Background: an optimization exercise with open tools, aiming at small area, a short achievable clock period and few clock cycles per item. Do not read the settings as production practice. Where RTL was checked, it was by simulation tests only, not by an equivalence proof against the original. Power figures rest on the tool's default switching activity, not on a simulated workload.

==> ember: inputs <==
// icache_dm
module icache_dm (
    input  logic        clk,
    input  logic        rst,
    input  logic        ce,
    input  logic [31:0] pc_addr,
    input  logic        flush,
    output logic [31:0] instr_o,
    output logic        stall_req,
    output logic        rom_req,
    output logic [31:0] rom_addr,
    input  logic        rom_ack,
    input  logic [31:0] rom_data
);
    localparam int SW = 6;          
    localparam int NS = 1 << SW;    
    localparam int PW = 30 - SW;    
    logic [PW-1:0]   ptag [2];
    logic [1:0]      pval_q;
    logic            lru_q;         
    logic [NS-1:0]   sval;          
    logic [NS-1:0]   sptr;          
    logic [31:0]     sdata [NS];
    logic            busy_q;        
    logic [29:0]     raddr_q;       
    logic            fptr_q;        
    logic            pf_v_q;        
    logic [29:0]     pf_addr_q;
    logic            pf_ptr_q;
    logic [PW-1:0]   page;
    logic [SW-1:0]   slot, nslot;
  ...
==> module icache_dm, before the edit <==
module icache_dm (
    input  logic        clk,
    input  logic        rst,
    input  logic        ce,
    input  logic [31:0] pc_addr,
    input  logic        flush,
    output logic [31:0] instr_o,
    output logic        stall_req,
    output logic        rom_req,
    output logic [31:0] rom_addr,
    input  logic        rom_ack,
    input  logic [31:0] rom_data
);
    localparam int SW = 6;          
    localparam int NS = 1 << SW;    
    localparam int PW = 30 - SW;    
    logic [PW-1:0]   ptag [2];
    logic [1:0]      pval_q;
    logic            lru_q;         
    logic [NS-1:0]   sval;          
    logic [NS-1:0]   sptr;          
    logic [31:0]     sdata [NS];
    logic            busy_q;        
    logic [29:0]     raddr_q;       
    logic            fptr_q;        
    logic            pf_v_q;        
    logic [29:0]     pf_addr_q;
    logic            pf_ptr_q;
    logic [PW-1:0]   page;
    logic [SW-1:0]   slot, nslot;
    logic [NS-1:0]   dec, nval, nptr;
    logic [1:0]      pm;
    logic            h0, h1, n0, n1, hit, hptr, pmatch, aptr, start, ack, byp;
    logic            pf_v_d, pf_go, alloc;
    logic [31:0]     cword;
    logic            unused_pc_lsb;
    assign page  = pc_addr[31:SW+2];
    assign slot  = pc_addr[SW+1:2];
    assign nslot = slot + 1'b1;
    assign unused_pc_lsb = ^pc_addr[1:0];
    assign pm[0] = pval_q[0] & (ptag[0] == page);
    assign pm[1] = pval_q[1] & (ptag[1] == page);
    assign pmatch = |pm;
    always_comb begin
        for (int s = 0; s < NS; s++)
            dec[s] = (slot == s[SW-1:0]) & ~(busy_q & (raddr_q[SW-1:0] == s[SW-1:0]));
        nval = {sval[0], sval[NS-1:1]};
        nptr = {sptr[0], sptr[NS-1:1]};
        h0 = |(dec & sval & ~sptr);
        h1 = |(dec & sval & sptr);
        n0 = |(dec & nval & ~nptr);
        n1 = |(dec & nval & nptr);
        cword = '0;
        for (int s = 0; s < NS; s++)
            cword = cword | ({32{dec[s]}} & sdata[s]);
    end
    assign hit  = (h0 & pm[0]) | (h1 & pm[1]);
    assign hptr = pm[1];
    assign aptr = pmatch ? pm[1] : lru_q;
    assign ack   = busy_q & rom_ack;
    assign byp   = ack & (raddr_q == pc_addr[31:2]);
    assign pf_v_d = ce & hit & ~flush & ~(&slot) & ~(hptr ? n1 : n0)
                  & ~(ack & (raddr_q[SW-1:0] == nslot));
    assign pf_go = ~busy_q & pf_v_q;
    assign start = ~busy_q & ~pf_v_q & ce & ~hit;
    assign alloc = ~busy_q & ~pf_v_q & ce & ~pmatch;
    assign stall_req = ~(hit | byp);
    assign instr_o   = cword | ({32{byp}} & rom_data);
    assign rom_req   = busy_q | pf_v_q | (ce & ~hit);
    assign rom_addr  = {(busy_q ? raddr_q : (pf_v_q ? pf_addr_q : pc_addr[31:2])), 2'b00};
    always_ff @(posedge clk) begin
        if (rst) begin
            busy_q <= 1'b0;
            pf_v_q <= 1'b0;
            pval_q <= '0;
            lru_q  <= 1'b0;
        end else begin
            pf_v_q <= pf_v_d;
            if (ack) busy_q <= 1'b0;
            if (start || pf_go) busy_q <= 1'b1;
            if (alloc) pval_q[lru_q] <= 1'b1;
            if (flush) pval_q <= '0;
            if (ce && pmatch) lru_q <= ~pm[1];
            else if (alloc) lru_q <= ~lru_q;
        end
    end
    always_ff @(posedge clk) begin
        if (alloc) ptag[lru_q] <= page;
        if (!busy_q) begin
            raddr_q <= pf_v_q ? pf_addr_q : pc_addr[31:2];
            fptr_q  <= pf_v_q ? pf_ptr_q : aptr;
        end
        pf_addr_q <= {page, nslot};
        pf_ptr_q  <= hptr;
    end
    always_ff @(posedge clk) begin
        for (int s = 0; s < NS; s++) begin
            if (rst) begin
                sval[s]  <= 1'b0;
            end else if (ack && raddr_q[SW-1:0] == s[SW-1:0]) begin
                sdata[s] <= rom_data;
                sval[s]  <= 1'b1;
                sptr[s]  <= fptr_q;
            end else if (alloc && sptr[s] == lru_q) begin
                sval[s] <= 1'b0;
            end
        end
    end
endmodule
clock: 8.0 ns
lec_check: 0
cap_margin: 20
core_margin: 2
core_utilization: 45
cts_cluster_diameter: 60
cts_cluster_size: 20
setup_slack_margin: 3.0
slew_margin: 20
tns_end_percent: 20
run.sh (not shown) runs the stock make flow with config.mk's settings and CLKGATE_MAP_FILE= SYNTH_SCRIPT=/design/flow/synth_recipe.tcl, a recipe that flattens the netlist after the stock synthesis.
==> delta (differences from ember) <==
==> flow/design.v (replaced) <==
module icache_dm #(
    parameter int unsigned INDEX_W = 6
) (
    input  logic        clk,
    input  logic        rst,
    input  logic        ce,
    input  logic [31:0] pc_addr,
    input  logic        flush,
    output logic [31:0] instr_o,
    output logic        stall_req,
    output logic        rom_req,
    output logic [31:0] rom_addr,
    input  logic        rom_ack,
    input  logic [31:0] rom_data
);
    localparam int unsigned TAG_W = 30 - INDEX_W;
    localparam int unsigned Lines = 2 ** INDEX_W;
    typedef enum logic {StIdle, StReq} state_e;
    state_e             state_q, state_d;
    logic [Lines-1:0]   valid_q;
    logic [TAG_W-1:0]   tag_arr [Lines];
    logic [31:0]        data_arr [Lines];
    logic [31:0]        rom_addr_q;
    logic               flush_pending_q;
    logic [INDEX_W-1:0] idx, fill_idx;
    logic [TAG_W-1:0]   tag, fill_tag;
    logic               hit, miss_start, fill;
    logic               unused_pc_lsb;
    assign idx           = pc_addr[INDEX_W+1:2];
    assign tag           = pc_addr[31:INDEX_W+2];
    assign fill_idx      = rom_addr_q[INDEX_W+1:2];
    assign fill_tag      = rom_addr_q[31:INDEX_W+2];
    assign unused_pc_lsb = ^pc_addr[1:0];
    assign hit        = ce & valid_q[idx] & (tag_arr[idx] == tag);
    assign miss_start = (state_q == StIdle) & ce & ~hit;
    assign fill       = (state_q == StReq) & rom_ack;
    always_comb begin
        state_d   = state_q;
        instr_o   = '0;
        stall_req = 1'b0;
        rom_req   = 1'b0;
        rom_addr  = rst ? '0 : rom_addr_q;
        if (!rst) begin
            unique case (state_q)
                StIdle: begin
                    if (hit) begin
                        instr_o = data_arr[idx];
                    end else if (ce) begin
                        stall_req = 1'b1;
                        state_d   = StReq;
                    end
                end
                StReq: begin
                    rom_req   = 1'b1;
                    stall_req = 1'b1;
                    if (rom_ack) begin
                        state_d = StIdle;
                    end
                end
                default: state_d = StIdle;
            endcase
        end
    end
    always_ff @(posedge clk) begin
        if (rst) begin
            state_q         <= StIdle;
            valid_q         <= '0;
            rom_addr_q      <= '0;
            flush_pending_q <= 1'b0;
        end else begin
            state_q <= state_d;
            if (miss_start) begin
                rom_addr_q <= {pc_addr[31:2], 2'b00};
            end
            if (state_q == StReq) begin
                flush_pending_q <= rom_ack ? 1'b0 : (flush_pending_q | flush);
            end else begin
                flush_pending_q <= 1'b0;
            end
            if (fill && !flush_pending_q) begin
                valid_q[fill_idx] <= 1'b1;
            end
            if (flush) begin
                valid_q <= '0;
            end
        end
    end
    always_ff @(posedge clk) begin
        if (fill && !rst) begin
            data_arr[fill_idx] <= rom_data;
            tag_arr[fill_idx]  <= fill_tag;
        end
    end
endmodule
Settings changed: CORE_UTILIZATION 45 to 40, CTS_CLUSTER_DIAMETER 60 to default, CTS_CLUSTER_SIZE 20 to default, SETUP_SLACK_MARGIN 3.0 to 0.3, TNS_END_PERCENT 20 to default.
==> raven (differences from ember) <==
--- a/flow/design.v
+++ b/flow/design.v
@@ -75,3 +75,2 @@
             pval_q <= '0;
-            lru_q  <= 1'b0;
         end else begin
@@ -82,4 +81,2 @@
             if (flush) pval_q <= '0;
-            if (ce && pmatch) lru_q <= ~pm[1];
-            else if (alloc) lru_q <= ~lru_q;
         end
@@ -87,2 +84,4 @@
     always_ff @(posedge clk) begin
+        if (ce && pmatch) lru_q <= ~pm[1];
+        else if (alloc) lru_q <= ~lru_q;
         if (alloc) ptag[lru_q] <= page;
@@ -97,5 +96,3 @@
         for (int s = 0; s < NS; s++) begin
-            if (rst) begin
-                sval[s]  <= 1'b0;
-            end else if (ack && raddr_q[SW-1:0] == s[SW-1:0]) begin
+            if (ack && raddr_q[SW-1:0] == s[SW-1:0]) begin
                 sdata[s] <= rom_data;
Settings changed: CORE_UTILIZATION 45 to 50, PLACE_DENSITY from default to 0.6, TNS_END_PERCENT 20 to default.
==> sierra (differences from ember) <==
--- a/flow/design.v
+++ b/flow/design.v
@@ -33,3 +33,3 @@
     logic            h0, h1, n0, n1, hit, hptr, pmatch, aptr, start, ack, byp;
-    logic            pf_v_d, pf_go, alloc;
+    logic            pf_v_d, pf_go;
     logic [31:0]     cword;
@@ -45,3 +45,3 @@
         for (int s = 0; s < NS; s++)
-            dec[s] = (slot == s[SW-1:0]) & ~(busy_q & (raddr_q[SW-1:0] == s[SW-1:0]));
+            dec[s] = (slot == s[SW-1:0]);
         nval = {sval[0], sval[NS-1:1]};
@@ -63,8 +63,7 @@
                   & ~(ack & (raddr_q[SW-1:0] == nslot));
-    assign pf_go = ~busy_q & pf_v_q;
-    assign start = ~busy_q & ~pf_v_q & ce & ~hit;
-    assign alloc = ~busy_q & ~pf_v_q & ce & ~pmatch;
+    assign pf_go = ~rst & ~busy_q & pf_v_q;
+    assign start = ~rst & ~busy_q & ~pf_v_q & ce & ~hit;
     assign stall_req = ~(hit | byp);
-    assign instr_o   = cword | ({32{byp}} & rom_data);
-    assign rom_req   = busy_q | pf_v_q | (ce & ~hit);
+    assign instr_o   = byp ? rom_data : cword;
+    assign rom_req   = busy_q | start | pf_go;
     assign rom_addr  = {(busy_q ? raddr_q : (pf_v_q ? pf_addr_q : pc_addr[31:2])), 2'b00};
@@ -75,3 +74,2 @@
             pval_q <= '0;
-            lru_q  <= 1'b0;
         end else begin
@@ -80,6 +78,4 @@
             if (start || pf_go) busy_q <= 1'b1;
-            if (alloc) pval_q[lru_q] <= 1'b1;
+            if (start && !pmatch) pval_q[aptr] <= 1'b1;
             if (flush) pval_q <= '0;
-            if (ce && pmatch) lru_q <= ~pm[1];
-            else if (alloc) lru_q <= ~lru_q;
         end
@@ -87,6 +83,11 @@
     always_ff @(posedge clk) begin
-        if (alloc) ptag[lru_q] <= page;
-        if (!busy_q) begin
-            raddr_q <= pf_v_q ? pf_addr_q : pc_addr[31:2];
-            fptr_q  <= pf_v_q ? pf_ptr_q : aptr;
+        if (start) lru_q <= ~aptr;
+        else if (ce && pmatch) lru_q <= ~pm[1];
+        if (start && !pmatch) ptag[aptr] <= page;
+        if (start) begin
+            raddr_q <= pc_addr[31:2];
+            fptr_q  <= aptr;
+        end else if (pf_go) begin
+            raddr_q <= pf_addr_q;
+            fptr_q  <= pf_ptr_q;
         end
@@ -97,5 +98,3 @@
         for (int s = 0; s < NS; s++) begin
-            if (rst) begin
-                sval[s]  <= 1'b0;
-            end else if (ack && raddr_q[SW-1:0] == s[SW-1:0]) begin
+            if (ack && raddr_q[SW-1:0] == s[SW-1:0]) begin
                 sdata[s] <= rom_data;
@@ -103,3 +102,3 @@
                 sptr[s]  <= fptr_q;
-            end else if (alloc && sptr[s] == lru_q) begin
+            end else if (start && !pmatch && sptr[s] == aptr) begin
                 sval[s] <= 1'b0;
Settings changed: CORE_UTILIZATION 45 to 40, CTS_CLUSTER_DIAMETER 60 to default, CTS_CLUSTER_SIZE 20 to default, TNS_END_PERCENT 20 to default.
==> notes <==
sierra produced a clean layout. ember completed with no timing, DRC or antenna violations. delta completed without violations. raven completed without violations. In ember the combinational power is smaller than in delta, by 33%. In clock power, raven and ember hardly differ. Cell area: delta > raven > sierra > ember. Between delta and sierra, the lower sequential power is in sierra (gap about 60%, measured against sierra). Global-route usage: delta < sierra < ember < raven. Die area, highest first: delta, sierra, ember, raven. Between sierra and delta, the lower critical path depth is in sierra (gap 2).
==> figures <==
metric                                                                sierra            ember            delta       raven
Met1 Routed Length                                                    135 mm           134 mm           169 mm      138 mm
Sw Ratio                                                               0.222            0.230            0.214       0.232
Total wire length                                                     402 mm           386 mm           419 mm      418 mm
Worst-case vdd ir drop                                              0.219 mV         0.220 mV         0.180 mV    0.219 mV
Relative area of clock buffers and inverters in the final design      0.0652           0.0511           0.0714      0.0481
Outcome                                             timing/DRC/antenna clean  timing/DRC/antenna clean  timing/DRC/antenna clean  timing/DRC/antenna clean
Row Count                                                                170              160              218         152
P_clk                                                               0.0103 W        0.00860 W         0.0170 W   0.00862 W
Post-synthesis share of cell area spent on xor and xnor gates         0.0152           0.0151          0.00166      0.0151
Multi-In Gates                                                          2714             2583             2407        2443
Hold path cells                                                            2                1                2           2
Fmax                                                                 165 MHz          157 MHz          131 MHz     169 MHz
Number of cells on the critical path                                      16               12               18          12
Least-Margin Pin Slew                                                1.30 ns          1.26 ns          1.19 ns     1.32 ns
Master of the slowest instance on the critical path                   mux2_4  clkdlybuf4s50_1  clkdlybuf4s50_1     nand4_1
Util after Layout                                                      0.503            0.544            0.465       0.631
Testbench counts of ember, summed over its fixed seeds: cycles 103,809, fetches 32,000.
Testbench counts of delta, summed over its fixed seeds: cycles 137,876, fetches 32,000.
Testbench counts of raven, summed over its fixed seeds: cycles 103,809, fetches 32,000.
No functional check of the RTL was part of sierra.

==> static timing again, ports no longer ideal <==
No port has a modelled driver above. Below, the same layouts with a new extraction and two added sets of constraints. Step 1: set_driving_cell puts a clkbuf_16 on clk and a buf_2 on each other input, an assumption about the parent block. Step 2 times the ports against the registers' clock, not the clock port: input delays grow and output delays shrink by t, the midpoint of the rising clock arrivals with the driver on. Three values: no drivers, after step 1, after step 2; two values: the first two.
run | t, ns | slack for setup (ns) | worst setup path at the end | worst register clock-pin slew, ns
ember | 0.915 | 1.640 / 1.576 / 1.576 | input to output | 0.09 / 0.09
delta | 1.030 | 0.343 / 0.040 / 0.040 | input to output | 0.07 / 0.07
raven | 0.956 | 2.085 / 1.924 / 1.924 | input to output | 0.09 / 0.09
sierra | 0.977 | 1.953 / 1.863 / 1.863 | input to output | 0.07 / 0.07
After both steps every run listed still meets setup and hold. The setup slack of delta, which loses most, moves by -0.303 ns with the drivers and by -0.303 ns with both steps.
